This is an optimization exercise on Yosys and OpenROAD, whose aim is small area, not a production implementation.
The RTL was checked by simulation tests, not by an equivalence proof against the original design.
Power is estimated from default activity; no workload was simulated.

==> config.mk <==
export PLATFORM = sky130hd
export DESIGN_NAME = stable_priority_queue
export DESIGN_NICKNAME = stable_priority_queue
export VERILOG_FILES = /design/flow/design.v
export SDC_FILE = /design/flow/constraint.sdc
export NUM_CORES = 4
export LEC_CHECK = 0
export CAP_MARGIN = 20
export CORE_MARGIN = 2
export CORE_UTILIZATION = 40
export SLEW_MARGIN = 20
==> constraint.sdc <==
create_clock -name core_clock -period 5.0 [get_ports {clk}]
set_input_delay 1.0000 -clock core_clock [delete_from_list [all_inputs] [get_ports {clk}]]
set_output_delay 1.0000 -clock core_clock [all_outputs]
set_load 0.01 [all_outputs]
==> design.v <==
`timescale 1ns / 1ps
package spq_pkg;
    localparam int VALUE_W     = 32;
    localparam int IN_PRIO_W   = 8;
    localparam int TOTAL_W     = 36;
    localparam int COUNT_OUT_W = 5;
    localparam logic [2:0] ACT_APPEND = 3'd0;
    localparam logic [2:0] ACT_INSERT = 3'd1;
    localparam logic [2:0] ACT_REMOVE = 3'd2;
    localparam logic [2:0] ACT_CLEAR  = 3'd3;
    localparam logic [1:0] ST_OK           = 2'd0;
    localparam logic [1:0] ST_DROPPED_FULL = 2'd1;
    localparam logic [1:0] ST_REMOVE_EMPTY = 2'd2;
endpackage
`timescale 1ns / 1ps
`timescale 1ns / 1ps
module stable_priority_queue (
    input  logic             clk,
    input  logic             rst_n,
    input  logic             item_valid,
    output logic             item_stall,
    input  logic [42:0]      item_bits,
    output logic             result_valid,
    input  logic             result_stall,
    output logic [77:0]      result_bits
);
    localparam int D  = 16;
    localparam int W  = 40;    
    logic [2:0]  act;
    logic [31:0] new_value;
    logic [7:0]  new_prio;
    assign act       = item_bits[42:40];
    assign new_value = item_bits[39:8];
    assign new_prio  = item_bits[7:0];
    logic [D-1:0][W-1:0] slot;       
    logic [4:0]          cnt;
    logic [35:0]         sum;
    logic                pend;
    logic                rv;
    logic [1:0]          st;
    logic accept, full, empty;
    logic is_app, is_ins, is_rem, is_clr;
    logic add_ok, rem_ok, clr, other;
    logic shl_all, zero0;
    assign item_stall = rv & result_stall;
    assign accept     = item_valid & ~item_stall;
    assign full   = cnt[4];
    assign empty  = (cnt == 5'd0);
    assign is_app = (act == spq_pkg::ACT_APPEND);
    assign is_ins = (act == spq_pkg::ACT_INSERT);
    assign is_rem = (act == spq_pkg::ACT_REMOVE);
    assign is_clr = (act == spq_pkg::ACT_CLEAR);
    assign add_ok = accept & (is_app | is_ins) & ~full;
    assign rem_ok = accept & is_rem & ~empty;
    assign clr    = accept & is_clr;
    assign other  = accept & ~add_ok & ~rem_ok & ~is_clr;
    assign shl_all = pend & (rem_ok | (other & ~empty));
    assign zero0   = clr | (other & pend & empty);
    logic [D-1:0] below;     
    logic [D-1:0] occ;       
    logic [D-1:0] lt;
    logic [D:0]   cand;
    logic [D+1:0] f;         
    logic [D:0]   h;         
    for (genvar i = 0; i < D; i++)
    begin : g_occ
        assign below[i] = (cnt > 5'(i));
        if (i == 0)
        begin : g0
            assign occ[i] = below[i] | pend;
        end
        else
        begin : gn
            assign occ[i] = pend ? below[i-1] : below[i];
        end
        assign lt[i] = slot[i][7:0] < new_prio;
        if (i == 0)
        begin : c0
            assign cand[i] = ~pend & (occ[i] ? (is_ins & lt[i]) : 1'b1);
        end
        else
        begin : cn
            assign cand[i] = occ[i] ? (is_ins & lt[i]) : 1'b1;
        end
    end
    assign cand[D] = 1'b1;
    assign f[0] = 1'b0;
    for (genvar i = 1; i <= D + 1; i++)
    begin : g_f
        assign f[i] = |cand[i-1:0];
    end
    for (genvar i = 0; i <= D; i++)
    begin : g_h
        assign h[i] = cand[i] & ~f[i];
    end
    logic [D-1:0] s_l, s_r, s_n, s_h;
    for (genvar i = 0; i < D; i++)
    begin : g_sel
        assign s_n[i] = add_ok & (pend ? h[i+1] : h[i]);
        if (i == 0)
        begin : l0
            assign s_l[i] = 1'b0;
        end
        else
        begin : ln
            assign s_l[i] = add_ok & ~pend & f[i];
        end
        if (i == D - 1)
        begin : rl
            assign s_r[i] = 1'b0;
        end
        else
        begin : rn
            assign s_r[i] = shl_all | (add_ok & pend & ~f[i+2]);
        end
        if (i == 0)
        begin : h0
            assign s_h[i] = ~(s_n[i] | s_r[i] | zero0);
        end
        else
        begin : hn
            assign s_h[i] = ~(s_l[i] | s_n[i] | s_r[i]);
        end
    end
    logic [W-1:0] new_entry;
    assign new_entry = {new_value, new_prio};
    for (genvar i = 0; i < D; i++)
    begin : g_slot
        logic [W-1:0] left_e, right_e, d;
        if (i == 0)
        begin : a0
            assign left_e = '0;
        end
        else
        begin : an
            assign left_e = slot[i-1];
        end
        if (i == D - 1)
        begin : b0
            assign right_e = '0;
        end
        else
        begin : bn
            assign right_e = slot[i+1];
        end
        assign d = ({W{s_l[i]}} & left_e)   | ({W{s_r[i]}} & right_e) |
                   ({W{s_n[i]}} & new_entry) | ({W{s_h[i]}} & slot[i]);
        always_ff @(posedge clk)
        begin
            slot[i] <= d;
        end
    end
    logic [31:0] head_value;
    logic [31:0] opnd;
    logic [35:0] sum_next;
    assign head_value = pend ? slot[1][39:8] : slot[0][39:8];
    assign opnd = ({32{add_ok}} & new_value) | ({32{rem_ok}} & ~head_value);
    always_comb
    begin
        sum_next = sum + {{4{opnd[31]}}, opnd} + {35'd0, rem_ok};
        if (clr)
            sum_next = '0;
    end
    logic [4:0] cnt_next;
    always_comb
    begin
        cnt_next = cnt;
        if (clr)
            cnt_next = '0;
        else if (add_ok)
            cnt_next = cnt + 5'd1;
        else if (rem_ok)
            cnt_next = cnt - 5'd1;
    end
    always_ff @(posedge clk or negedge rst_n)
    begin
        if (!rst_n)
        begin
            cnt  <= '0;
            sum  <= '0;
            pend <= 1'b1;
            rv   <= 1'b0;
        end
        else
        begin
            cnt <= cnt_next;
            sum <= sum_next;
            rv  <= accept | (rv & result_stall);
            if (accept)
                pend <= rem_ok;
        end
    end
    always_ff @(posedge clk)
    begin
        if (accept)
        begin
            st <= (is_app | is_ins) & full ? spq_pkg::ST_DROPPED_FULL :
                  is_rem & empty           ? spq_pkg::ST_REMOVE_EMPTY :
                                             spq_pkg::ST_OK;
        end
    end
    assign result_valid = rv;
    assign result_bits  = {slot[0][39:8], pend | ~empty, cnt, sum, empty, full, st};
endmodule
==> run.sh <==
#!/bin/bash
# synth_recipe.tcl (not shown) runs the flow's synth.tcl, then flattens the netlist and writes it again
# the make line also repeats each setting of config.mk as NAME=value (left out here)
make -C /OpenROAD-flow-scripts/flow DESIGN_CONFIG=/design/flow/config.mk WORK_HOME=/design/flow/orfs CLKGATE_MAP_FILE= SYNTH_SCRIPT=/design/flow/synth_recipe.tcl finish
==> impl.org, run 1 <==
** Status
- The flow ran to the end and the layout has no timing, DRC or antenna violations.

** Synthesis
- In this run, synthesis inferred 2 flip-flops with an integrated enable.
- When the netlist entered floorplanning its net count stood at between 3000 and 4000.
- After technology mapping, the gate count stands at around 3700.
- Netlist cell types :: slightly below 90
- Yosys synthesis warning count :: 1
- Synth Area per Inst :: about 9.3 um2
- Sequential area share after synthesis :: 0.402
- Synthesis inferred 685 register bits.
- Counting flops with an async set or reset pin after synthesis yields a share of 0.0628.
- Combined area of all synthesized cells :: 34700 um2
- Main synth FF type :: dfxtp_1

** Clock tree
- The later pin in the worst-skew pair is clocked with a latency of roughly 0.65 ns.
- The clock passes through at most 3 buffers.
- Post-cts hold buffer count :: 0
- In this run the clock root is driven by a clkbuf_16.
- H-tree level count :: 3
- TritonCTS built the clock tree.
- The clock net in this run drives a total of about 690 sinks.
- Post-CTS Setup Repair Bufs :: 0
- Resize count post-CTS :: 0
- TritonCTS created 77 clock buffers.
- Post-CTS clock slew at the launch and capture registers of the worst setup and hold paths :: 0.06 ns

** Routing
- Dividing the detail-routed wire length by the instance count gives about 27 um.
- DRC violations left :: 0
- Drt first-iter violations :: 4059
- The count of nets left with antenna violations once routing finished came out at 0.
- Vias per std cell :: around 6.6
- Via count :: 32700
- Final WL :: 133000 um
- Initial DRT Pass Iterations :: 8

** Worst hold path
- The path class of the tightest hold or removal check is reg -> reg.
- End point of the most critical hold path :: slot[624]$_DFF_P_
- Worst hold path startpoint :: slot[624]$_DFF_P_
- Cells on Worst Hold Path :: 1

** Global route
- First-pass GRT wire length :: between 200000 and 250000 um
- Global routing finished with a remaining overflow of 0.
- In the global route stage, overall resource usage came out at 0.289.
- Initial antenna violation count :: 2
- Entering global routing, the biggest net connects 73 pins.
- Via count of the first global-routing pass :: 31800

** Setup path
- The endpoint identified for the worst register-to-register timing path is sum[33]$_DFF_PN0_.
- Worst reg-to-reg setup slack :: ~0.49 ns
- At the worst endpoint, the required time is between 5 and 6 ns.
- The worst setup path is captured at a flip-flop.
- For the worst flop-to-flop path, the logic depth is 20.
- Largest driver fanout on the critical path :: 31
- STA puts the critical path data arrival time at 5.04 ns.
- Startpoint of the lowest-slack register-to-register path :: cnt[1]$_DFFE_PN0P_
- Cells along the critical path :: clkdlybuf4s50_1 -> nor2b_1 -> nand2b_1 -> nor3_2 -> buf_4 -> buf_12 -> a22o_1 -> ha_1 -> a21oi_1 -> o21ai_0 -> or4_1 -> o21ai_0 -> buf_4 -> nor4b_1 -> o31ai_1 -> a21oi_1 -> mux2i_1 -> nor2_1
- STA classifies the critical path startpoint as an input pin.
- By startpoint and endpoint, the worst setup path is classified as in -> reg.
- Worst path slowest cell :: clkdlybuf4s50_1
- Max incr delay on CP :: roughly 0.48 ns

** Place
- Final weighted congestion in routability-driven placement :: 0.917
- Number of placed instances, taps included :: 4789
- Number of input and output port buffers inserted :: 126
- Timing analysis after detailed placement gives a worst setup slack of -0.161 ns.
- Final HPWL from detailed placement :: between 90000 and 100000 um

** STA
- Worst setup slack after layout :: 0.470 ns
- Measured against its own limit, the worst slew margin works out to 0.353.
- Actual transition at the worst max-transition pin :: 0.967 ns
- Number of failing hold endpoints at the final stage :: 0
- Time the final worst path needs with I/O delays and setup :: between 4 and 5 ns
- For this run, the top clock speed supported by timing is about 220 MHz.
- Endpoints failing setup :: 0
- Final worst path period share :: 0.906
- Total count of max-transition violations in the final report :: 0
- Across the routed clock network, the largest skew measured is slightly above 0.04 ns.
- Setup repair after global routing left no endpoint under its margin.

** Finish
- Final layout net count :: about 4000
- After the flow finishes, the layout carries non-filler instances totaling 4928.
- The layout has about 8000 filler cells.
- Area Overhead vs Synth :: 18.7%
- Share of final-layout standard cells stronger than drive strength 1 :: 0.115

** Floorplan
- Initial core utilization :: 0.402
- Floorplan core area :: 86300 um2
- The floorplan has roughly 110 rows.
- In this run the horizontal extent of the chip is slightly below 300 um.
- Die area :: 89100 um2
- From bottom edge to top edge, the die measures ~300 um.
- Pin placement for this block handled between 100 and 150 I/O pins.

** Power and ir drop
- Across the VDD grid, the largest voltage drop is ~0.00038 V.
- In this run the power density over the cells is 547 nW/um2.
- In this run the static leakage power is about 17 nW.

** Run
- MaxCap Viol Count :: 0
## worst max path at each step
stage / startpoint / to / slack, ns
floorplan: pend$_DFFE_PN1N_ / sum[32]$_DFF_PN0_ / 0.26
global placement: item_bits[41] / sum[33]$_DFF_PN0_ / -0.16
detailed placement: item_bits[41] / sum[33]$_DFF_PN0_ / -0.16
CTS: cnt[1]$_DFFE_PN0P_ / sum[33]$_DFF_PN0_ / 0.48
global route: item_bits[41] / sum[33]$_DFF_PN0_ / 0.19
finish: item_bits[41] / sum[33]$_DFF_PN0_ / 0.47
## registers in the layout (all words and copies together) (netlist names)
name,flops
cnt,5
pend,1
rv,1
slot,640
st,2
sum,36
## cells in the mapped netlist, drive strengths merged, types with 70 or more instances
cell | number | share of area
a221o | 360 | 0.10
a222oi | 200 | 0.058
a22o | 343 | 0.087
buf | 132 | 0.022
clkbuf | 297 | 0.032
dfxtp | 640 | 0.37
ha | 152 | 0.055
inv | 111 | 0.012
mux2i | 75 | 0.022
nand2 | 542 | 0.059
nand3 | 178 | 0.026
nor2 | 79 | 0.0086
o21ai | 70 | 0.010
## kinds of logic (layout without fill, tap and decap cells)
kind of cell,Yosys count,count (layout),synth area share
muxes,75,75,0.0216
adders and majority gates,154,154,0.0560
and+or+nand+nor,949,949,0.122
buffers and inverters,540,601,0.0662
AOI/OAI and AO/OA,1281,1281,0.325
xor gates and xnor gates,27,27,0.00682
DFF,685,685,0.402
other,0,1,0
## worst max-delay path: cells and delay by family
family	cells	cell delay, ns
simple gates	6	1.34
mux	1	0.20
fa+ha+maj	1	0.28
compound gates	6	1.13
buf+inv	4	1.08
## metal layers
metal	global-route usage	routed length [um]	up-vias
met5	0	15	-
met4	0.123	5910	2
met3	0.0351	9670	303
met2	0.456	59600	1523
met1	0.399	57700	16300
li1	-	-	14500
## power breakdown
part | leakage [nW] | internal (W) | switching, W | total [W]
Sequential | 5.77 | 0.00762 | 0.00219 | 0.00982
Clock | 1.33 | 0.00357 | 0.00250 | 0.00607
Combinational | 10.2 | 0.00323 | 0.00341 | 0.00664
Total | 17.3 | 0.0144 | 0.00810 | 0.0225
## metrics by stage
step	TNS, ns	total power [W]	hold WS, ns	cell area (um2)	utilization
final	0	0.0225	0.453	41200	0.477
after global routing	0	0.0237	0.469	41200	0.477
after CTS	0	0.0225	0.451	41200	0.477
after detailed placement	-0.280	0.0164	0.439	38400	0.445
after global placement	-0.356	0.0163	0.434	38400	0.445
after floorplan	0	0.0134	0.426	34700	-
## layout by cell type, fill, tap and decap left out, types with 111 or more instances in the layout
cell,n
dfxtp_1,640
a221o_1,360
a22o_1,343
inv_1,111
a222oi_1,200
clkdlybuf4s50_1,125
buf_4,172
ha_1,152
nand3_1,177
nand2_1,542
## area by class of cell
class                      instances  area (um2)  area share
tap                             1155        1450      0.0351
timing repair buffer             352        3640      0.0885
inverter                         111         417      0.0101
multi-input combinational       2486       19000       0.461
antenna                            1        2.50   0.0000608
sequential                       685       14000       0.339
clock buffer                     114        2360      0.0573
clock inverter                    24         365     0.00887
==> run 2, diff against run 1 <==
--- a/design.v
+++ b/design.v
@@ -56,6 +56,19 @@
     assign other  = accept & ~add_ok & ~rem_ok & ~is_clr;
     assign shl_all = pend & (rem_ok | (other & ~empty));
     assign zero0   = clr | (other & pend & empty);
+    function automatic logic less8(input logic [7:0] a, input logic [7:0] b);
+        less8 = 1'b0;
+        for (int k = 0; k < 8; k++)
+            less8 = (~a[k] & b[k]) | (~a[k] & less8) | (b[k] & less8);
+    endfunction
+    function automatic logic gt_const(input logic [4:0] a, input int c);
+        gt_const = 1'b0;
+        for (int k = 0; k < 5; k++)
+            if (((c >> k) & 1) == 0)
+                gt_const = a[k] | gt_const;
+            else
+                gt_const = a[k] & gt_const;
+    endfunction
     logic [D-1:0] below;     
     logic [D-1:0] occ;       
     logic [D-1:0] lt;
@@ -64,7 +77,7 @@
     logic [D:0]   h;         
     for (genvar i = 0; i < D; i++)
     begin : g_occ
-        assign below[i] = (cnt > 5'(i));
+        assign below[i] = gt_const(cnt, i);
         if (i == 0)
         begin : g0
             assign occ[i] = below[i] | pend;
@@ -73,7 +86,7 @@
         begin : gn
             assign occ[i] = pend ? below[i-1] : below[i];
         end
-        assign lt[i] = slot[i][7:0] < new_prio;
+        assign lt[i] = less8(slot[i][7:0], new_prio);
         if (i == 0)
         begin : c0
             assign cand[i] = ~pend & (occ[i] ? (is_ins & lt[i]) : 1'b1);
--- a/config.mk
+++ b/config.mk
@@ -8,4 +8,5 @@
 export CAP_MARGIN = 20
 export CORE_MARGIN = 2
 export CORE_UTILIZATION = 40
+export CTS_BUF_LIST = sky130_fd_sc_hd__clkbuf_4 sky130_fd_sc_hd__clkbuf_8
 export SLEW_MARGIN = 20
==> impl.org, run 2 <==
** STA
- Fmax achieved :: 211 MHz (-4.4%)
- The setup skew after layout is 0.0392 ns (-0.00166 ns).
- Number of failing hold endpoints at the final stage :: 0 (unchanged)
- Worst setup slack after layout :: 0.259 ns (-0.211 ns)
- Worst slew margin :: 0.387 (+0.0337)
- Endpoints failing setup :: 0 (unchanged)
- The ratio of final minimum period to clock period came to 0.948 (+0.0422).
- Actual transition at the worst max-transition pin :: 0.916 ns (-0.0503 ns)
- Total count of max-transition violations in the final report :: 0 (unchanged)
- Setup repair after global routing missed its margin :: no
- The minimum period implied by the final worst setup slack came to 4.74 ns (+0.211 ns).
- Post-route setup TNS :: 0 ns (unchanged)

** Power and ir drop
- The overall power after layout came to 0.0193 W (-14%).
- Leakage Power :: 17.4 nW (+0.15%)
- Worst supply voltage drop on vdd :: 0.000328 V (-13%)
- Power density normalized to cell area :: 473 nW/um2 (-14%)

** Setup path
- The highest fanout seen on the critical path came to 12 (-61%).
- In this run the critical register-to-register path is launched from cnt[4]$_DFFE_PN0P_.
- The signal arrival time at the worst endpoint was 5.36 ns (+0.32 ns).
- Tracing the worst setup path back leads to its startpoint at item_bits[41].
- Crit end category :: flip-flop
- The critical path is of the in -> reg type.
- Worst endpoint required time :: 5.62 ns (+0.11 ns)
- Setup crit start kind :: input pin

** Synthesis
- Number of enable flip-flop cells after synthesis :: 2 (unchanged)
- The commonest cells after synthesis are dfxtp_1, nand2_1, clkbuf_1.
- Sequential area share after synthesis :: 0.422 (+0.0202)
- Netlist cell types :: 80 (-9.1%)
- Yosys synthesis warning count :: 1 (unchanged)
- The biggest area contributor in the post-synthesis netlist is dfxtp_1.
- The synthesized flop and latch total is 685 (unchanged).
- The share of Yosys cell area claimed by the top area cell type came to 0.388 (+0.0186).
- Syn_nets :: 3663 (-6.4%)
- Top-count cell post-synth :: dfxtp_1
- Proportion of synthesized flip-flops having asynchronous set or reset :: 0.0628 (unchanged)
- Sorting the synthesized cells by area gives the leading types as dfxtp_1, a221o_1, a22o_1.
- Number of cells produced by synthesis :: 3576 (-3.6%)
- The most used flip-flop cell after synthesis is dfxtp_1.
- The combined area of all synthesized cells was 33000 um2 (-4.8%).
- The mean instance size in the synthesized netlist is 9.24 um2 (-1.2%).

** Clock tree
- The maximum clock path buffer count came to 3 (unchanged).
- The number of hold buffers added after cts came to 0 (unchanged).
- CTS Root Cell :: clkbuf_8
- Post-CTS clock slew at the launch and capture registers of the worst setup and hold paths :: 0.06 ns (about the same)
- Clock tree from TritonCTS :: done
- Count of clock tree sinks :: 685 (unchanged)
- The CTS buffer count was 115 (+49%).
- Clock latency of the later-clocked register in the worst-skew pair :: 0.77 ns (+0.12 ns)
- The CTS H-tree depth came to 3 (unchanged).

** Finish
- The flip-flop count of the largest register after layout came to 640 (unchanged).
- Final layout net count :: 3879 (-0.89%)
- Final cell utilization of the core :: 0.498 (+0.0208)
- Registers with the most flip-flops :: slot x640, sum x36, cnt x5
- Leaving out fill and tap cells, the most frequent cell in the layout is dfxtp_1.
- In the layout the commonest cells are dfxtp_1, nand2_1, a22o_1.
- The fraction of layout cells with a size suffix above 1 was 0.181 (+0.0670).
- From synthesis to final layout, the design area changed by 23.5%.
- The register with the most flip-flops in the final layout is slot.
- Fill cell count :: 7737 (-3.5%)

** Routing
- The antenna violation net count after detailed routing was 0 (unchanged).
- DRC violations left :: 0 (unchanged)
- Via count :: 33400 (+2.3%)
- The average wire per cell in the routed design was 28.4 um (+5.4%).
- Vias per std cell :: 6.73 (+1.6%)
- The number of DRC markers in iteration 0 was 5358 (+32%).
- Final WL :: 141000 um (+6.2%)
- Initial DRT Pass Iterations :: 10 (+2)

** Floorplan
- Die height :: 291 um (-2.4%)
- The cell row count is 105 (-2.8%).
- Floorplan core area :: 82000 um2 (-5.1%)
- Width of the die :: 291 um (-2.4%)
- Die area :: 84900 um2 (-4.7%)
- Num ports :: 127 (unchanged)
- The initial cell density of the core is 0.403 (+0.00113).

** Global route
- The maximum number of pins on one net before global-route repair came to 44 (-40%).
- Overflow left after global routing :: 0 (unchanged)
- Total track usage :: 0.320 (+0.0311)
- The global-route wire length before repair came to 208000 um (+2.9%).
- Via count of the first global-routing pass :: 31400 (-1.3%)
- Initial antenna violation count :: 3 (+1)

** Place
- Number of input and output port buffers inserted :: 126 (unchanged)
- Final HPWL from detailed placement :: 94700 um (+4.5%)
- Worst-case setup slack after placement :: -0.709 ns (-0.549 ns)
- Final weighted congestion in routability-driven placement :: 0.996 (+8.5%)

** Worst hold path
- The worst hold path belongs to the class in -> async.

** Status
- The run finished with no timing, DRC or antenna violations.

** Run
- MaxCap Viol Count :: 0 (unchanged)
==> run 2: power breakdown <==
part,switching (W),internal [W],total (W)
logic,0.00297,0.00253,0.00550
registers,0.00133,0.00665,0.00798
clock network,0.00247,0.00333,0.00581
total,0.00678,0.0125,0.0193
==> run 2: layout make-up <==
type	instances	area [um2]	share of cell area
timing repair buffer	498	4820	0.118
clock inverter	26	313	0.00767
antenna	2	5.00	0.000123
clock buffer	189	2390	0.0585
inverter	102	383	0.00939
sequential	685	13900	0.342
tap	1070	1340	0.0328
multi-input combinational	2390	17600	0.431
==> run 2: through the flow <==
stage	instances	hold WS, ns	cell area (um2)
floorplan	3576	0.426	33000
global placement	4745	0.432	38100
detailed placement	4745	0.438	38100
CTS	4960	0.329	40800
global route	4961	0.388	40800
finish	4962	0.350	40800
==> run 2: worst max-delay path, stage by stage <==
cell and delay (ns):
clkdlybuf4s50_1 0.49, or3b_2 0.55, or3_1 0.40, buf_4 0.21, o21ai_0 0.19, ha_1 0.32, a21o_1 0.18, a21o_1 0.17
a21o_1 0.21, a2111oi_2 0.37, buf_4 0.18, or3_1 0.24, nand2_1 0.11, o211a_1 0.25, o31ai_1 0.28, and3_1 0.19
nor3_1 0.04
==> run 2: path summary, 6_finish.rpt <==
check / to / depth (start not counted) / slack, ns
setup / recovery: sum[35]$_DFF_PN0_ / 17 / 0.26
hold / removal: sum[28]$_DFF_PN0_ / 2 / 0.35
setup reg to reg: sum[30]$_DFF_PN0_ / 20 / 0.40
hold reg to reg: slot[619]$_DFF_P_ / 1 / 0.45
max in group asynchronous: sum[15]$_DFF_PN0_ / 2 / 4.12
min in group core_clock: slot[619]$_DFF_P_ / 1 / 0.45
==> run 2: kinds of logic after synthesis <==
group | Yosys count | synth area share
multiplexers | 35 | 0.0118
adder cells (fa/ha/maj) | 64 | 0.0231
AO/OA/AOI/OAI | 1361 | 0.354
AND/OR/NAND/NOR | 901 | 0.120
flip-flops | 685 | 0.422
buffers and inverters | 501 | 0.0614
XOR/XNOR | 29 | 0.00769
==> run 2: per-layer routing <==
metal / GRT usage / wire (um)
met1: 0.426 / 57000
met2: 0.492 / 61400
met3: 0.0680 / 15100
met4: 0.158 / 7570
met5: 0 / 31
==> run 2: what timing repair did <==
item | CTS | global route
buffers inserted | 0 | 0
resized for setup | 0 | 6
endpoints found under the setup margin | 0 | 15
==> run 3, diff against run 2 <==
==> config.mk (replaced) <==
export PLATFORM = sky130hd
export DESIGN_NAME = stable_priority_queue
export DESIGN_NICKNAME = stable_priority_queue
export VERILOG_FILES = /design/flow/design.v
export SDC_FILE = /design/flow/constraint.sdc
export NUM_CORES = 4
export LEC_CHECK = 0
export CAP_MARGIN = 0
export CORE_MARGIN = 2
export CORE_UTILIZATION = 40
export CTS_BUF_LIST = sky130_fd_sc_hd__clkbuf_2 sky130_fd_sc_hd__clkbuf_4
export SLEW_MARGIN = 0
==> impl.org, run 3 <==
** Clock tree
- Post-CTS clock slew at the launch and capture registers of the worst setup and hold paths :: 0.07 ns (about the same)
- Number of CTS-inserted buffers :: 184 (+60%)
- The TritonCTS sink count is 685 (unchanged).
- Clock tree from TritonCTS :: done
- CTS Root Cell :: clkbuf_4
- H-tree level count :: 4 (+1)
- The maximum clock path buffer count is 3 (unchanged).
- Clock latency of the later-clocked register in the worst-skew pair :: 1.09 ns (+0.32 ns)
- The number of hold buffers added after cts is 0 (unchanged).

** Power and ir drop
- Clock group share of total power :: 0.280 (-0.021)
- Switching fraction of total power :: 0.365 (+0.0135)
- The net load switching power was 0.00684 W (+0.90%).
- Design internal power :: 0.0119 W (-4.9%)
- The share of total power in combinational logic came to 0.294 (+0.009).
- The relative contribution of sequential cells to total power was 0.426 (+0.012).
- Leakage Power :: 17.4 nW (about the same)
- The total power density per cell area came to 463 nW/um2 (-2.1%).
- The maximum ir drop on the vdd rail came to 0.000259 V (-21%).

** Setup path
- The endpoint identified for the worst register-to-register timing path is sum[30]$_DFF_PN0_.
- R2R cell count :: 20 (unchanged)
- The critical path in this run is classified as reg -> reg.
- Largest driver fanout on the critical path :: 12 (unchanged)
- Setup crit start kind :: flip-flop
- Startpoint of the most critical setup path :: cnt[4]$_DFFE_PN0P_
- The internal reg-to-reg setup slack is 0.34 ns (-0.06 ns).
- Startpoint of the lowest-slack register-to-register path :: cnt[4]$_DFFE_PN0P_
- The worst setup path is captured at a flip-flop.
- The required time of the critical path came to 5.95 ns (+0.33 ns).
- Following the worst setup path forward leads to its endpoint at sum[30]$_DFF_PN0_.
- The signal arrival time at the worst endpoint came to 5.61 ns (+0.25 ns).

** Synthesis
- Combined area of all synthesized cells :: 33000 um2 (unchanged)
- By instance count, the leading cell after synthesis is dfxtp_1.
- The most used flip-flop cell after synthesis is dfxtp_1.
- Number of cells produced by synthesis :: 3576 (unchanged)
- Of all cell types, the one taking the most synthesized area is dfxtp_1.
- Sequential area share after synthesis :: 0.422 (unchanged)
- The proportion of register bits with asynchronous set or reset after synthesis is 0.0628 (unchanged).
- The net count after synthesis came to 3663 (unchanged).
- Netlist cell types :: 80 (unchanged)
- The number of enable-type register cells in the synthesized netlist came to 2 (unchanged).
- Leading post-synthesis cells by instance count :: dfxtp_1, nand2_1, clkbuf_1
- Yosys synthesis warning count :: 1 (unchanged)
- Top cells by area in the synthesized netlist :: dfxtp_1, a221o_1, a22o_1
- The mean instance size in the synthesized netlist was 9.24 um2 (unchanged).
- The share of Yosys cell area claimed by the top area cell type is 0.388 (unchanged).
- Flip-flop and latch count after synthesis :: 685 (unchanged)

** Global route
- Total track usage :: 0.325 (+0.00425)
- First-pass GRT wire length :: 210000 um (+1.0%)
- Overflow left after global routing :: 0 (unchanged)
- The maximum number of pins on one net before global-route repair is 44 (unchanged).
- Via count of the first global-routing pass :: 32200 (+2.3%)
- The number of antenna violations at the first check in global routing was 4 (+1).

** Finish
- Leading cell type in the layout, fill and taps excluded :: dfxtp_1
- Number of standard cells in the final layout excluding fillers :: 5070 (+2.2%)
- Highest-count cells in the layout ignoring fill and taps :: dfxtp_1, nand2_1, a22o_1
- The area growth from synthesis to layout is 22.6%.
- Ranked by flip-flop count, first place goes to slot.
- The flip-flop count of the largest register after layout came to 640 (unchanged).
- The total of fill cells in the finished design came to 7839 (+1.3%).
- Reg area :: 13900 um2 (unchanged)
- The largest registers in the layout are slot x640, sum x36, cnt x5.
- Share of final-layout standard cells stronger than drive strength 1 :: 0.198 (+0.0166)
- The net count reported at finish is 3948 (+1.8%).
- Area occupied by multi-input gates :: 17600 um2 (about the same)

** Floorplan
- Floorplan core area :: 82000 um2 (unchanged)
- The I/O pin count came to 127 (unchanged).
- The vertical die dimension is 291 um (unchanged).
- The cell row count was 105 (unchanged).
- Width of the die :: 291 um (unchanged)
- The initial cell density of the core came to 0.403 (unchanged).
- The die area came to 84900 um2 (unchanged).

** STA
- Total count of max-transition violations in the final report :: 0 (unchanged)
- Actual transition at the worst max-transition pin :: 0.881 ns (-0.0353 ns)
- The setup TNS is 0 ns (unchanged).
- The minimum period implied by the final worst setup slack is 4.66 ns (-0.0778 ns).
- Endpoints failing setup :: 0 (unchanged)
- Fmax achieved :: 214 MHz (+1.7%)
- The worst slew margin relative to its limit was 0.410 (+0.0236).
- Setup repair after global routing left no endpoint under its margin.
- Number of failing hold endpoints at the final stage :: 0 (unchanged)
- Final worst path period share :: 0.933 (-0.0156)
- Worst Skew :: 0.0602 ns (+0.0210 ns)

** Routing
- The vias per cell is 6.67 (-0.89%).
- The post-route DRC violation count came to 0 (unchanged).
- The number of iterations in the first detailed-routing pass came to 15 (+5).
- The antenna violation net count after detailed routing came to 0 (unchanged).
- Post-DR wirelength/cell :: 28.1 um (-1.3%)
- Drt first-iter violations :: 5401 (+0.80%)
- Final WL :: 142000 um (+0.81%)
- The number of vias after detailed routing came to 33800 (+1.3%).

** Worst hold path
- In this run the worst hold path is classified as in -> async.

** Status
- The run finished with no timing, DRC or antenna violations.

** Run
- The max capacitance violation total was 0 (unchanged).

** Place
- The total half-perimeter wirelength after legalization and detailed placement is 94700 um (unchanged).
- The last weighted congestion value of the routability-driven placer was 0.996 (unchanged).
- Number of placed instances, taps included :: 4745 (unchanged)
- The number of I/O port buffers is 126 (unchanged).
-- run 3: cell families (layout without fill, tap and decap cells) --
kind of cell             count (synthesis)  count (layout)  share of synthesized area
AO/OA/AOI/OAI                         1361            1361                      0.354
XOR/XNOR                                29              29                    0.00769
adder cells (fa/ha/maj)                 64              64                     0.0231
buffers and inverters                  501             919                     0.0614
flip-flops                             685             685                      0.422
multiplexers                            35              35                     0.0118
other                                    0               6                          0
AND/OR/NAND/NOR                        901             901                      0.120
-- run 3: through the flow --
stage	hold WS, ns	utilization	power [W]	instance area, um2	setup WS, ns
after floorplan	0.426	-	0.0106	33000	0.0756
final	0.0137	0.494	0.0187	40500	0.337
after detailed placement	0.438	0.464	0.0134	38100	-0.709
after global routing	0.0434	0.494	0.0196	40500	0.132
after global placement	0.432	0.464	0.0133	38100	-0.685
after CTS	0.00928	0.494	0.0186	40500	0.316
-- run 3: what timing repair did --
item / CTS / global route
buffers inserted: 0 / 0
resized for setup: 0 / 2
setup endpoints to repair: 0 / 1
-- run 3: how the worst min path moves through the flow --
stage	startpoint	to	slack [ns]	depth (start not counted)
detailed placement	slot[639]$_DFF_P_	slot[639]$_DFF_P_	0.44	1
floorplan	slot[608]$_DFF_P_	slot[608]$_DFF_P_	0.43	1
CTS	rst_n	sum[31]$_DFF_PN0_	0.009	2
global route	rst_n	sum[26]$_DFF_PN0_	0.04	2
finish	rst_n	sum[26]$_DFF_PN0_	0.01	2
global placement	slot[617]$_DFF_P_	slot[617]$_DFF_P_	0.43	1
-- run 3: power groups by stage --
stage          Clock [W]  Sequential (W)  Combinational (W)
2_1_floorplan          0         0.00756            0.00305
3_3_place_gp           0         0.00801            0.00532
3_5_place_dp           0         0.00801            0.00538
4_1_cts          0.00532         0.00790            0.00541
5_1_grt          0.00560         0.00808            0.00590
6_report         0.00525         0.00798            0.00550
-- run 3: area by class of cell --
class	count	area share
clock buffers	283	0.0525
diodes	6	0.000371
inverters	102	0.00945
repair buffers	498	0.119
clock inverters	36	0.00677
flip-flops and latches	685	0.344
well taps	1070	0.0331
multi-input cells	2390	0.434
-- run 3: worst max-delay path: stages, from the launching register on --
cell and delay [ns]:
dfrtp_1 0.37, or4_1 0.54, nor2_1 0.31, or3_1 0.22, buf_4 0.21, o21ai_0 0.15, buf_4 0.17, fa_1 0.39
a21o_1 0.18, a21o_1 0.20, a21oi_1 0.18, o21ai_0 0.15, o221ai_1 0.29, a41oi_1 0.19, buf_4 0.17, a31oi_1 0.16
buf_4 0.20, buf_4 0.13, o21ai_0 0.08, xnor2_1 0.17, nor2_1 0.06
-- run 3: routing by layer --
layer | part of all wire | up-vias | routed length, um | track usage
met4 | 0.056 | 2 | 7950 | 0.181
met2 | 0.43 | 2263 | 61700 | 0.496
met1 | 0.40 | 16400 | 56900 | 0.426
met5 | 0.000077 | - | 11 | 0.00170
li1 | - | 14700 | - | -
met3 | 0.11 | 420 | 15700 | 0.0689
==> run 4, diff against run 3 <==
==> flow/run.sh (new file) <==
#!/bin/bash
# Standard ORFS layout (the standard.sh, standard synthesis unchanged), with the port
# buffers made of the smallest buffer cell instead of the resizer's default pick.
set -euo pipefail
bash standard.sh BUFFER_PORTS_ARGS="-buffer_cell sky130_fd_sc_hd__buf_1" finish > standard_flow.log 2>&1
==> standard.sh (new file) <==
#!/bin/bash
# synth_recipe.tcl (not shown) runs the flow's synth.tcl, then flattens the netlist and writes it again
# the make line also repeats each setting of config.mk as NAME=value (left out here)
make -C /OpenROAD-flow-scripts/flow DESIGN_CONFIG=/design/flow/config.mk WORK_HOME=/design/flow/orfs CLKGATE_MAP_FILE= SYNTH_SCRIPT=/design/flow/synth_recipe.tcl "${@:-finish}"
==> config.mk (replaced) <==
export PLATFORM = sky130hd
export DESIGN_NAME = stable_priority_queue
export DESIGN_NICKNAME = stable_priority_queue
export VERILOG_FILES = /design/flow/design.v
export SDC_FILE = /design/flow/constraint.sdc
export NUM_CORES = 4
export LEC_CHECK = 0
export CAP_MARGIN = 20
export CORE_MARGIN = 2
export CORE_UTILIZATION = 40
export CTS_BUF_LIST = sky130_fd_sc_hd__clkbuf_8
export CTS_CLUSTER_DIAMETER = 50
export CTS_CLUSTER_SIZE = 16
export SLEW_MARGIN = 20
removed: run.sh
==> impl.org, run 4 <==
** Routing
- The number of iterations in the first detailed-routing pass was 9 (-6).
- The number of DRC markers in iteration 0 is 5125 (-5.1%).
- The routed wire length came to 135000 um (-5.1%).
- The vias per cell was 6.72 (+0.72%).
- The number of vias after detailed routing is 32400 (-4.1%).
- The post-route DRC violation count is 0 (unchanged).
- Number of nets with antenna violations after detailed routing :: 0 (unchanged)
- The average wire per cell in the routed design was 28.0 um (-0.31%).

** Power and ir drop
- The leakage dissipation is 16.2 nW (-6.8%).
- The overall power after layout is 0.0176 W (-6.3%).
- The cell-internal power was 0.0108 W (-9.1%).
- The relative contribution of sequential cells to total power was 0.452 (+0.026).
- Clock group share of total power :: 0.264 (-0.016)
- The switching part of the total power is 0.384 (+0.0187).
- Power density normalized to cell area :: 455 nW/um2 (-1.6%)
- Net Sw Power :: 0.00673 W (-1.5%)
- The maximum ir drop on the vdd rail was 0.000318 V (+23%).
- The share of total power in combinational logic came to 0.284 (-0.010).

** Global route
- Total track usage :: 0.308 (-0.0168)
- The number of antenna violations at the first check in global routing is 4 (unchanged).
- The global-route wire length before repair came to 202000 um (-3.8%).
- The overall overflow remaining after global route came to 0 (unchanged).
- The maximum number of pins on one net before global-route repair is 44 (unchanged).
- Via count of the first global-routing pass :: 30500 (-5.0%)

** Synthesis
- The share of synthesized cell area in full adder, half adder and majority cells came to 0.0231 (unchanged).
- Number of enable flip-flop cells after synthesis :: 2 (unchanged)
- The sequential fraction of the synthesis area was 0.422 (unchanged).
- dfxtp_1 is the most common cell in the netlist.
- Yosys top cell by area :: dfxtp_1
- Proportion of synthesized flip-flops having asynchronous set or reset :: 0.0628 (unchanged)
- Post-synthesis share of cell area spent on and, or, nand and nor gates :: 0.120 (unchanged)
- Flip-flop and latch count after synthesis :: 685 (unchanged)
- The share of Yosys cell area claimed by the top area cell type was 0.388 (unchanged).
- Syn_nets :: 3663 (unchanged)
- Netlist cell types :: 80 (unchanged)
- The mux contribution to synthesized area came to 0.0118 (unchanged).
- By area, the combinational part of the netlist is dominated by compound AO/OA/AOI/OAI gates.
- Ranked by total cell area, the synthesized netlist is headed by dfxtp_1, a221o_1, a22o_1.
- Combined area of all synthesized cells :: 33000 um2 (unchanged)
- Number of cells produced by synthesis :: 3576 (unchanged)
- Compound-gate portion of the synthesized area :: 0.354 (unchanged)
- The count of synthesis-stage warnings from yosys came to 1 (unchanged).
- The mean instance size in the synthesized netlist came to 9.24 um2 (unchanged).
- Leading post-synthesis cells by instance count :: dfxtp_1, nand2_1, clkbuf_1
- The xor/xnor cell area share of the yosys netlist is 0.00769 (unchanged).
- For this run, the leading register cell type out of synthesis is dfxtp_1.

** Finish
- The sequential cell area in the final layout is 13900 um2 (unchanged).
- The post-route core utilization came to 0.470 (-0.0238).
- The net count reported at finish came to 3768 (-4.6%).
- The largest registers in the layout are slot x640, sum x36, cnt x5.
- Fill cell count :: 7913 (+0.94%)
- Area occupied by multi-input gates :: 17600 um2 (about the same)
- Register with the highest flop count :: slot
- The flip-flop count of the largest register after layout came to 640 (unchanged).
- Share of final-layout standard cells stronger than drive strength 1 :: 0.150 (-0.0477)
- The final standard cell count with taps included and fillers excluded is 4826 (-4.8%).
- Area Overhead vs Synth :: 16.7%
- Leading cell type in the layout, fill and taps excluded :: dfxtp_1
- The library cells used most frequently in the layout, excluding fill and tap cells, are dfxtp_1, nand2_1, a22o_1.

** Place
- Number of input and output port buffers inserted :: 126 (unchanged)
- Number of placed instances, taps included :: 4666 (-1.7%)
- Final weighted congestion in routability-driven placement :: 0.966 (-3.0%)
- Final HPWL from detailed placement :: 90900 um (-3.9%)

** STA
- The maximum frequency from static timing analysis was 211 MHz (-1.5%).
- Setup repair after global routing left no endpoint under its margin.
- Worst Hold Margin :: 0.387 ns (+0.373 ns)
- Total count of max-transition violations in the final report :: 0 (unchanged)
- Worst Skew :: 0.0712 ns (+0.0110 ns)
- Endpoints failing setup :: 0 (unchanged)
- Time the final worst path needs with I/O delays and setup :: 4.73 ns (+0.0688 ns)
- The worst slew margin relative to its limit was 0.266 (-0.144).
- Final worst path period share :: 0.946 (+0.0138)
- Post-route setup TNS :: 0 ns (unchanged)
- Actual transition at the worst max-transition pin :: 1.10 ns (+0.217 ns)
- Number of failing hold endpoints at the final stage :: 0 (unchanged)

** Clock tree
- The source-to-sink clock delay at the later pin of the worst-skew pair was 0.75 ns (-0.34 ns).
- TritonCTS built the clock tree.
- Post-cts hold buffer count :: 0 (unchanged)
- The maximum clock path buffer count is 3 (unchanged).
- CTS Root Cell :: clkbuf_8
- H-tree level count :: 3 (-1)
- Number of CTS-inserted buffers :: 83 (-55%)
- Post-CTS Setup Repair Bufs :: 0 (unchanged)
- The post-CTS resize count is 0 (unchanged).
- Count of clock tree sinks :: 685 (unchanged)
- Post-CTS clock slew at the launch and capture registers of the worst setup and hold paths :: 0.08 ns (about the same)

** Setup path
- The signal arrival time at the worst endpoint was 5.38 ns (-0.23 ns).
- Largest driver fanout on the critical path :: 6 (-6)
- The required time of the critical path was 5.64 ns (-0.31 ns).
- By startpoint and endpoint, the worst setup path is classified as reg -> reg.
- STA classifies the critical path endpoint as a flip-flop.
- The cell count of the worst reg-to-reg path was 20 (unchanged).
- Setup crit start kind :: flip-flop

** Floorplan
- The die width came to 291 um (unchanged).
- Initial core utilization :: 0.403 (unchanged)
- Die height :: 291 um (unchanged)
- Row Count :: 105 (unchanged)
- Floorplan core area :: 82000 um2 (unchanged)
- Num ports :: 127 (unchanged)
- Die area :: 84900 um2 (unchanged)

** Status
- Result of the run :: finished clean

** Run
- MaxCap Viol Count :: 0 (unchanged)

** Worst hold path
- Worst hold path class :: in -> async
==> run 4: final cells by class <==
class | count | share of cell area
antenna | 5 | 0.000325
clock buffer | 90 | 0.0321
clock inverter | 65 | 0.0175
inverter | 102 | 0.00993
multi-input combinational | 2390 | 0.457
sequential | 685 | 0.362
tap | 1070 | 0.0347
timing repair buffer | 419 | 0.0869
==> run 4: cells by family (layout without fill, tap and decap cells) <==
logic type               count (synthesis)  in the layout
adder cells (fa/ha/maj)                 64             64
buffers and inverters                  501            676
other                                    0              5
multiplexers                            35             35
flip-flops                             685            685
XOR/XNOR                                29             29
AND/OR/NAND/NOR                        901            901
AO/OA/AOI/OAI                         1361           1361
==> run 4: metrics by stage <==
| step | instance area, um2 | setup slack (ns) |
|---|---|---|
| after floorplan | 33000 | 0.0756 |
| after global placement | 36600 | -0.452 |
| after detailed placement | 36600 | -0.391 |
| after CTS | 38500 | 0.288 |
| after global routing | 38500 | 0.00559 |
| final | 38500 | 0.268 |
==> run 4: metal layers <==
layer | GRT usage | wire, um
met3 | 0.0545 | 13300
met4 | 0.142 | 6640
met2 | 0.470 | 58600
met5 | 0 | 9
met1 | 0.423 | 56500
==> run 4: power groups by stage <==
stage | Combinational, W | Clock (W) | Sequential (W)
6_report | 0.00499 | 0.00463 | 0.00793
5_1_grt | 0.00540 | 0.00489 | 0.00806
4_1_cts | 0.00492 | 0.00468 | 0.00788
3_5_place_dp | 0.00489 | 0 | 0.00800
3_3_place_gp | 0.00484 | 0 | 0.00800
2_1_floorplan | 0.00305 | 0 | 0.00756
==> run 4: worst max-delay path: stages, from the launching register on <==
cell and delay [ns]:
dfrtp_1 0.37, or4_1 0.57, nor2_1 0.33, or3_2 0.24
a211oi_1 0.06, nor2_1 0.15, fa_1 0.22, inv_1 0.06
fa_1 0.41, a21o_1 0.17, a21o_1 0.20, a21oi_1 0.20
o21ai_0 0.18, o221ai_1 0.33, a41oi_1 0.18, buf_4 0.18
a31oi_1 0.16, buf_4 0.20, o211ai_1 0.12, and3_1 0.19
nor3_1 0.13
==> run 4: final timing paths <==
path	startpoint	endpoint	slack (ns)
worst max-delay path	cnt[4]$_DFFE_PN0P_	sum[32]$_DFF_PN0_	0.27
worst min-delay path	rst_n	sum[28]$_DFF_PN0_	0.39
worst max register to register	cnt[4]$_DFFE_PN0P_	sum[32]$_DFF_PN0_	0.27
worst min register to register	slot[211]$_DFF_P_	slot[171]$_DFF_P_	0.44
max in group asynchronous	rst_n	sum[4]$_DFF_PN0_	4.11
min in group core_clock	slot[211]$_DFF_P_	slot[171]$_DFF_P_	0.44
==> run 5, diff against run 4 <==
--- a/config.mk
+++ b/config.mk
@@ -7,7 +7,7 @@
 export LEC_CHECK = 0
 export CAP_MARGIN = 20
 export CORE_MARGIN = 2
-export CORE_UTILIZATION = 40
+export CORE_UTILIZATION = 55
 export CTS_BUF_LIST = sky130_fd_sc_hd__clkbuf_8
 export CTS_CLUSTER_DIAMETER = 50
 export CTS_CLUSTER_SIZE = 16
==> impl.org, run 5 <==
** Place
- The pre-CTS setup slack was -0.232 ns (+0.159 ns).
- Number of input and output port buffers inserted :: 126 (unchanged)
- Final weighted congestion in routability-driven placement :: 0.985 (+2.0%)
- The cell area reported after detailed placement is 35700 um2 (-2.4%).
- Final HPWL from detailed placement :: 89300 um (-1.8%)

** Setup path
- The worst setup path is captured at a flip-flop.
- Worst path bufs/invs :: 4 (+1)
- The required time of the critical path came to 5.62 ns (-0.02 ns).
- Worst reg-to-reg setup slack :: 0.39 ns (+0.12 ns)
- The worst setup path is launched from a flip-flop.
- Tracing the worst setup path back leads to its startpoint at cnt[4]$_DFFE_PN0P_.
- Most frequent cell on the critical path :: buf_4
- For this design, the slowest cell found on the critical path is or4_1.
- The path length in cells of the critical path came to 19 (-5.0%).
- The cell count of the worst reg-to-reg path came to 19 (-5.0%).
- Grouping stages by cell kind, the critical path spends the most delay in compound AO/OA/AOI/OAI gates.
- The most critical setup path has its endpoint at sum[32]$_DFF_PN0_.
- The worst register-to-register path ends at sum[32]$_DFF_PN0_.
- Walking the worst path, the cells encountered are or4_1 -> nor2_1 -> or3_1 -> buf_4 -> fa_1 -> inv_1 -> fa_1 -> a21o_1 -> a21o_1 -> a21oi_1 -> o21ai_0 -> o221ai_1 -> a41oi_1 -> buf_4 -> a31oi_1 -> buf_4 -> o211ai_1 -> and3_1 -> nor3_1.
- Worst endpoint data arrival time :: 5.22 ns (-0.16 ns)
- The critical path is of the reg -> reg type.
- The highest fanout seen on the critical path came to 12 (+6).
- Max incr delay on CP :: 0.55 ns (-0.02 ns)
- Startpoint of the lowest-slack register-to-register path :: cnt[4]$_DFFE_PN0P_

** Synthesis
- The largest total area in the synthesized netlist belongs to dfxtp_1.
- The number of enable-type register cells in the synthesized netlist was 2 (unchanged).
- The synthesized flop and latch total came to 685 (unchanged).
- Compound-gate portion of the synthesized area :: 0.354 (unchanged)
- Proportion of synthesized flip-flops having asynchronous set or reset :: 0.0628 (unchanged)
- The combined area of all synthesized cells came to 33000 um2 (unchanged).
- The net count after synthesis came to 3663 (unchanged).
- Share of synthesized area spent on multiplexers :: 0.0118 (unchanged)
- Leading post-synthesis cells by instance count :: dfxtp_1, nand2_1, clkbuf_1
- Post-synthesis share of cell area spent on and, or, nand and nor gates :: 0.120 (unchanged)
- The count of synthesis-stage warnings from yosys was 1 (unchanged).
- Top cells by area in the synthesized netlist :: dfxtp_1, a221o_1, a22o_1
- By area, the combinational part of the netlist is dominated by compound AO/OA/AOI/OAI gates.
- Top-count cell post-synth :: dfxtp_1
- Area share of the largest cell type after synthesis :: 0.388 (unchanged)
- In the synthesized netlist the dominant register cell turns out to be dfxtp_1.
- Synth Area per Inst :: 9.24 um2 (unchanged)
- XOR/XNOR Fraction of Synth Area :: 0.00769 (unchanged)
- Number of cells produced by synthesis :: 3576 (unchanged)
- The sequential fraction of the synthesis area came to 0.422 (unchanged).
- Adder-cell share of the synthesized area :: 0.0231 (unchanged)
- The number of distinct library cells after synthesis came to 80 (unchanged).

** Global route
- Initial antenna violation count :: 4 (unchanged)
- The overall overflow remaining after global route was 0 (unchanged).
- Via count of the first global-routing pass :: 32400 (+6.2%)
- Maximum number of pins on one net before global-route repair :: 44 (unchanged)
- After global routing, the most crowded layer is met2.
- Met2 usage :: 0.666 (+0.197)
- Met1 GRT Util :: 0.537 (+0.114)
- The total routing usage reported by global routing was 0.424 (+0.117).
- The global-route wire length before repair came to 203000 um (+0.45%).
- Fraction of met3 tracks used by global routing :: 0.0923 (+0.0378)

** Finish
- Leading cell type in the layout, fill and taps excluded :: dfxtp_1
- The largest registers in the layout are slot x640, sum x36, cnt x5.
- The final design area excluding fillers was 37300 um2 (-3.2%).
- The net count reported at finish was 3720 (-1.3%).
- Register with the highest flop count :: slot
- From synthesis to final layout, the design area changed by 13.0%.
- Number of flip-flops in the largest register :: 640 (unchanged)
- Share of final-layout standard cells stronger than drive strength 1 :: 0.135 (-0.0153)
- Leaving out fill and tap cells, the most frequent cells in the layout are dfxtp_1, nand2_1, a22o_1.

** Clock tree
- The CTS buffer count came to 72 (-13%).
- The post-CTS resize count came to 0 (unchanged).
- The source-to-sink clock delay at the later pin of the worst-skew pair is 0.73 ns (-0.02 ns).
- Post-cts hold buffer count :: 0 (unchanged)
- The clock input transition at the sequential cells of the worst setup and hold paths is 0.09 ns (about the same).
- H-tree level count :: 3 (unchanged)
- Clock tree from TritonCTS :: done
- Post-CTS Setup Repair Bufs :: 0 (unchanged)
- The maximum clock path buffer count is 3 (unchanged).
- The TritonCTS sink count came to 685 (unchanged).
- The tree is rooted in a clkbuf_8.

** Floorplan
- Num ports :: 127 (unchanged)
- The die width came to 249 um (-15%).
- Die area :: 62000 um2 (-27%)
- Die height :: 249 um (-15%)
- The cell row count was 89 (-15%).
- The initial cell density of the core was 0.558 (+0.155).
- Floorplan core area :: 59200 um2 (-28%)

** STA
- The worst slew margin relative to its limit came to 0.288 (+0.0217).
- The setup skew after layout is 0.0364 ns (-0.0348 ns).
- Total count of max-transition violations in the final report :: 0 (unchanged)
- Number of failing hold endpoints at the final stage :: 0 (unchanged)
- Actual transition at the worst max-transition pin :: 1.06 ns (-0.0359 ns)
- Endpoints failing setup :: 0 (unchanged)
- Fmax achieved :: 217 MHz (+2.7%)
- The minimum period implied by the final worst setup slack came to 4.61 ns (-0.124 ns).
- Setup repair after global routing left no endpoint under its margin.
- Post-route setup TNS :: 0 ns (unchanged)
- Worst setup slack after layout :: 0.393 ns (+0.124 ns)
- Final worst path period share :: 0.921 (-0.0248)

** Routing
- The number of iterations in the first detailed-routing pass was 10 (+1).
- The routed wire length is 136000 um (+0.71%).
- DRC violations left :: 0 (unchanged)
- The number of DRC markers in iteration 0 came to 5244 (+2.3%).
- Vias per std cell :: 7.45 (+11%)
- Number of nets with antenna violations after detailed routing :: 0 (unchanged)
- Via count :: 33200 (+2.4%)
- Post-DR wirelength/cell :: 30.5 um (+8.9%)

** Run
- The max capacitance violation total came to 0 (unchanged).

** Worst hold path
- Worst hold path class :: in -> async

** Power and ir drop
- The maximum ir drop on the vdd rail came to 0.000292 V (-8.3%).
- The total power density per cell area is 454 nW/um2 (-0.25%).
- Leakage Power :: 15.7 nW (-2.6%)
- The overall power after layout is 0.0170 W (-3.4%).

** Status
- Result of the run :: finished clean
==> run 5: cell types whose count changed in the layout (fill, tap and decap cells not counted), moves of 3 or more <==
cell | before | now
clkinvlp_4 | 10 | 7
clkinv_2 | 9 | 5
diode_2 | 5 | 2
bufinv_16 | 6 | 3
clkinv_4 | 11 | 6
buf_4 | 239 | 219
clkbuf_8 | 90 | 83
clkinv_8 | 4 | 0
inv_8 | 9 | 4
inv_6 | 10 | 14
buf_12 | 54 | 36
==> run 5: stage by stage <==
stage | std cells | hold WS (ns) | utilization
finish | 4463 | 0.383 | 0.630
CTS | 4460 | 0.404 | 0.629
detailed placement | 4331 | 0.439 | 0.603
floorplan | 3576 | 0.426 | -
global route | 4463 | 0.413 | 0.630
global placement | 4331 | 0.432 | 0.603
==> run 5: layout make-up <==
type / count / area [um2]
Sequential cell: 685 / 13900
Clock buffer: 83 / 1140
Timing Repair Buffer: 382 / 2870
Clock inverter: 46 / 417
Inverter: 102 / 383
Multi-Input combinational cell: 2390 / 17600
Tap cell: 773 / 967
Fill cell: 5049 / 21900
Antenna cell: 2 / 5.00
==> run 5: report_power, final <==
part	total, W	internal (W)	switching (W)
clock network	0.00405	0.00177	0.00228
registers	0.00797	0.00664	0.00133
logic	0.00494	0.00198	0.00296
total	0.0170	0.0104	0.00656
==> run 5: worst min path at each step <==
stage	from	endpoint	depth (start not counted)
after floorplan	slot[608]$_DFF_P_	slot[608]$_DFF_P_	1
after global placement	slot[633]$_DFF_P_	slot[633]$_DFF_P_	1
after detailed placement	slot[610]$_DFF_P_	slot[610]$_DFF_P_	1
after CTS	rst_n	sum[27]$_DFF_PN0_	2
after global routing	rst_n	sum[27]$_DFF_PN0_	2
final	rst_n	sum[27]$_DFF_PN0_	2
==> run 5: logic make-up after synthesis <==
kind of cell	Yosys count
AOI/OAI and AO/OA	1361
xor gates and xnor gates	29
adders and majority gates	64
buffers and inverters	501
DFF	685
muxes	35
and+or+nand+nor	901
==> run 5: per-layer routing <==
metal / part of all wire / vias to the layer above
li1: - / 14100
met3: 0.11 / 544
met5: 0.000088 / -
met4: 0.065 / 2
met2: 0.44 / 2374
met1: 0.38 / 16200
==> run 6, diff against run 5 <==
--- a/design.v
+++ b/design.v
@@ -56,10 +56,10 @@
     assign other  = accept & ~add_ok & ~rem_ok & ~is_clr;
     assign shl_all = pend & (rem_ok | (other & ~empty));
     assign zero0   = clr | (other & pend & empty);
-    function automatic logic less8(input logic [7:0] a, input logic [7:0] b);
-        less8 = 1'b0;
+    function automatic logic less8n(input logic [7:0] a_n, input logic [7:0] b);
+        less8n = 1'b0;
         for (int k = 0; k < 8; k++)
-            less8 = (~a[k] & b[k]) | (~a[k] & less8) | (b[k] & less8);
+            less8n = (a_n[k] & b[k]) | (a_n[k] & less8n) | (b[k] & less8n);
     endfunction
     function automatic logic gt_const(input logic [4:0] a, input int c);
         gt_const = 1'b0;
@@ -86,7 +86,7 @@
         begin : gn
             assign occ[i] = pend ? below[i-1] : below[i];
         end
-        assign lt[i] = less8(slot[i][7:0], new_prio);
+        assign lt[i] = less8n(slot[i][7:0], new_prio);
         if (i == 0)
         begin : c0
             assign cand[i] = ~pend & (occ[i] ? (is_ins & lt[i]) : 1'b1);
@@ -136,7 +136,7 @@
         end
     end
     logic [W-1:0] new_entry;
-    assign new_entry = {new_value, new_prio};
+    assign new_entry = {new_value, ~new_prio};
     for (genvar i = 0; i < D; i++)
     begin : g_slot
         logic [W-1:0] left_e, right_e, d;
--- a/config.mk
+++ b/config.mk
@@ -7,7 +7,7 @@
 export LEC_CHECK = 0
 export CAP_MARGIN = 20
 export CORE_MARGIN = 2
-export CORE_UTILIZATION = 55
+export CORE_UTILIZATION = 60
 export CTS_BUF_LIST = sky130_fd_sc_hd__clkbuf_8
 export CTS_CLUSTER_DIAMETER = 50
 export CTS_CLUSTER_SIZE = 16
==> impl.org, run 6 <==
** Finish
- The area growth from synthesis to layout is 11.1%.
- The fraction of layout cells with a size suffix above 1 came to 0.120 (-0.0150).
- The post-route core utilization is 0.672 (+0.0419).
- Counting flops per register, the top entry is slot.
- Number of flip-flops in the largest register :: 640 (unchanged)
- The library cell used most frequently in the layout, excluding fill and tap cells, is nand2_1.
- The net count reported at finish is 3734 (+0.38%).
- Highest-count cells in the layout ignoring fill and taps :: nand2_1, dfxtp_1, a222oi_1
- Registers with the most flip-flops :: slot x640, sum x36, cnt x5

** Floorplan
- The area of the core region is 53600 um2 (-9.5%).
- The die width is 236 um (-5.1%).
- The vertical die dimension came to 236 um (-5.1%).
- The I/O pin count was 127 (unchanged).
- The cell row count is 85 (-4.5%).
- Initial core utilization :: 0.605 (+0.0470)
- Die area :: 55900 um2 (-9.9%)

** Clock tree
- CTS Root Cell :: clkbuf_8
- TritonCTS built the clock tree.
- The clock input transition at the sequential cells of the worst setup and hold paths was 0.10 ns (about the same).
- Count of clock tree sinks :: 685 (unchanged)
- The post-CTS resize count came to 0 (unchanged).
- The maximum clock path buffer count is 3 (unchanged).
- Post-cts hold buffer count :: 0 (unchanged)
- Post-CTS Setup Repair Bufs :: 0 (unchanged)
- The CTS buffer count is 73 (+1.4%).
- H-tree level count :: 3 (unchanged)
- The source-to-sink clock delay at the later pin of the worst-skew pair came to 0.72 ns (about the same).

** Synthesis
- The mean instance size in the synthesized netlist came to 8.95 um2 (-3.1%).
- The post-synthesis instance total was 3620 (+1.2%).
- The share of Yosys cell area claimed by the top area cell type came to 0.395 (+0.00747).
- Top-count cell post-synth :: nand2_1
- The number of enable-type register cells in the synthesized netlist came to 2 (unchanged).
- Flip-flop and latch count after synthesis :: 685 (unchanged)
- The net count after synthesis was 3707 (+1.2%).
- Yosys synthesis warning count :: 1 (unchanged)
- Main synth FF type :: dfxtp_1
- Top cells by area in the synthesized netlist :: dfxtp_1, a222oi_1, nand2_1
- Sequential area share after synthesis :: 0.430 (+0.00814)
- The proportion of register bits with asynchronous set or reset after synthesis came to 0.0628 (unchanged).
- Of all cell types, the one taking the most synthesized area is dfxtp_1.
- The number of distinct library cells after synthesis is 85 (+6.3%).
- Combined area of all synthesized cells :: 32400 um2 (-1.9%)
- By count the netlist is led by nand2_1, dfxtp_1, a222oi_1.

** Routing
- Drt first-iter violations :: 6307 (+20%)
- Final WL :: 131000 um (-3.9%)
- The antenna violation net count after detailed routing was 0 (unchanged).
- The post-route DRC violation count is 0 (unchanged).
- Vias per std cell :: 7.58 (+1.8%)
- The average wire per cell in the routed design is 29.7 um (-2.5%).
- Initial DRT Pass Iterations :: 11 (+1)
- The number of vias after detailed routing is 33300 (+0.27%).

** Global route
- The maximum number of pins on one net before global-route repair came to 54 (+23%).
- Via count of the first global-routing pass :: 31900 (-1.8%)
- The overall overflow remaining after global route was 0 (unchanged).
- First-pass GRT wire length :: 195000 um (-4.0%)
- The total routing usage reported by global routing came to 0.451 (+0.0266).
- Initial antenna violation count :: 4 (unchanged)

** Place
- Final weighted congestion in routability-driven placement :: 0.985 (about the same)
- Number of input and output port buffers inserted :: 126 (unchanged)
- Final HPWL from detailed placement :: 85000 um (-4.8%)

** Setup path
- Worst endpoint data arrival time :: 5.35 ns (+0.13 ns)
- The required time of the critical path is 5.57 ns (-0.05 ns).
- STA classifies the critical path startpoint as a flip-flop.
- By startpoint and endpoint, the worst setup path is classified as reg -> reg.
- The highest fanout seen on the critical path was 3 (-9).
- The worst setup path is captured at a flip-flop.

** STA
- Setup repair after global routing left no endpoint under its margin.
- Endpoints failing setup :: 0 (unchanged)
- The worst slew margin relative to its limit came to 0.182 (-0.106).
- The ratio of final minimum period to clock period is 0.956 (+0.0342).
- The final hold violation count is 0 (unchanged).
- Worst Skew :: 0.0513 ns (+0.0149 ns)
- The minimum period implied by the final worst setup slack came to 4.78 ns (+0.171 ns).
- The transition time of the tightest slew-check pin came to 1.22 ns (+0.161 ns).
- Fmax achieved :: 209 MHz (-3.6%)
- Total count of max-transition violations in the final report :: 0 (unchanged)

** Power and ir drop
- Pwr Total :: 0.0212 W (+25%)
- Leakage Power :: 15.1 nW (-4.1%)
- The total power density per cell area was 589 nW/um2 (+30%).
- Worst supply voltage drop on vdd :: 0.000367 V (+26%)

** Status
- Result of the run :: finished clean

** Worst hold path
- Worst hold path class :: in -> async

** Run
- MaxCap Viol Count :: 0 (unchanged)
==> run 6: changes by cell type after synthesis, sizes merged, moves of 27 or more <==
cell,before,now
nand2b,38,9
a32oi,40,3
clkbuf,340,293
a22o,322,171
o21ai,79,211
inv,100,127
buf,59,97
a221o,282,208
nand2,579,649
a21oi,54,83
a222oi,244,331
==> run 6: metal layers <==
layer	routed length [um]	up-vias	global-route usage	part of all wire
met5	0	-	0	0
met4	9060	0	0.270	0.069
met3	18800	628	0.133	0.14
met2	55900	2731	0.688	0.43
met1	46800	15800	0.565	0.36
li1	-	14100	-	-
==> run 6: area by class of cell <==
cell class                      count  area (um2)
Sequential cell                   685       13900
Inverter                          130         488
Antenna cell                        3        7.51
Multi-Input combinational cell   2415       16700
Fill cell                        4362       17600
Tap cell                          696         871
Clock inverter                     43         470
Clock buffer                       83        1140
Timing Repair Buffer              342        2390
==> run 6: through the flow <==
stage	setup slack, ns	instances	area [um2]	TNS, ns	hold slack, ns
after global placement	-0.189	4265	34300	-0.189	0.433
after CTS	0.373	4394	36000	0	0.364
after floorplan	0.0380	3620	32400	0	0.427
after global routing	0.0510	4395	36000	0	0.411
final	0.221	4397	36000	0	0.382
after detailed placement	-0.211	4268	34400	-0.266	0.440
==> run 6: kinds of logic (layout without fill, tap and decap cells) <==
group / count (synthesis) / after routing / share of synthesized area
compound gates: 1394 / 1394 / 0.349
simple gates: 917 / 917 / 0.117
flops: 685 / 685 / 0.430
buf+inv: 520 / 598 / 0.0669
fa+ha+maj: 44 / 44 / 0.0174
mux: 32 / 32 / 0.0110
xor+xnor: 28 / 28 / 0.00757
other cells: 0 / 3 / 0
==> run 6: worst max-delay path, stage by stage (launching register included) <==
cell      delay [ns]
dfrtp_1         0.44
nor2_1          0.17
nand2_1         0.09
nor2_1          0.17
nor3_2          0.12
a22oi_1         0.33
fa_1            0.28
inv_1           0.07
fa_1            0.43
a21o_1          0.18
a21o_1          0.19
a211oi_1        0.36
o211ai_1        0.22
a221o_1         0.40
a21oi_1         0.21
a21oi_1         0.17
or4b_2          0.65
o21ai_0         0.10
nor3_1          0.07
==> run 6: worst paths after layout <==
check | startpoint | endpoint | slack [ns] | cells past startpoint
max | cnt[4]$_DFFE_PN0P_ | sum[32]$_DFF_PN0_ | 0.22 | 18
min | rst_n | sum[19]$_DFF_PN0_ | 0.38 | 2
min in group core_clock | slot[211]$_DFF_P_ | slot[171]$_DFF_P_ | 0.46 | 2
max reg2reg | cnt[4]$_DFFE_PN0P_ | sum[32]$_DFF_PN0_ | 0.22 | 18
min reg2reg | slot[211]$_DFF_P_ | slot[171]$_DFF_P_ | 0.46 | 2
max in group asynchronous | rst_n | sum[1]$_DFF_PN0_ | 4.18 | 2
==> run 6: report_power, final <==
| part | internal [W] | total, W | switching (W) |
|---|---|---|---|
| clock network | 0.00187 | 0.00413 | 0.00225 |
| registers | 0.00790 | 0.0104 | 0.00245 |
| logic | 0.00294 | 0.00674 | 0.00380 |

## port drivers added, routing unchanged
No port has a modelled driver above. Below, the same layouts with a new extraction and two added sets of constraints. Step 1, drivers: a clkbuf_16 drives clk and a buf_2 each remaining input, both assumed. Step 2 also shifts input and output timing later by t, the mid clock arrival at the registers, as if the neighbouring blocks saw the same clock. Slacks: ideal ports / drivers / drivers and shift; pairs: ideal ports / drivers.
run | t, ns | slack for setup (ns) | hold slack, ns | worst setup path at the end | clock arrival spread, ns
run 1 | 0.699 | 0.470 / 0.487 / -0.189 | 0.453 / 0.426 / 0.453 | input to register | 0.041 / 0.040
run 2 | 0.811 | 0.259 / 0.298 / -0.513 | 0.350 / 0.307 / 0.451 | input to register | 0.040 / 0.040
run 3 | 1.123 | 0.337 / 0.337 / -0.670 | 0.014 / -0.030 / 0.429 | input to register | 0.061 / 0.060
run 4 | 0.784 | 0.268 / 0.268 / -0.412 | 0.387 / 0.344 / 0.441 | input to register | 0.072 / 0.072
run 5 | 0.768 | 0.393 / 0.393 / -0.314 | 0.383 / 0.343 / 0.460 | input to register | 0.040 / 0.040
run 6 | 0.755 | 0.221 / 0.221 / -0.348 | 0.382 / 0.344 / 0.458 | input to register | 0.058 / 0.058
Met with ideal ports but missed after step 2: setup timing in every run listed. For run 3, which loses most, drivers alone change the setup slack by 0.000 ns; drivers and shift together by -1.007 ns.
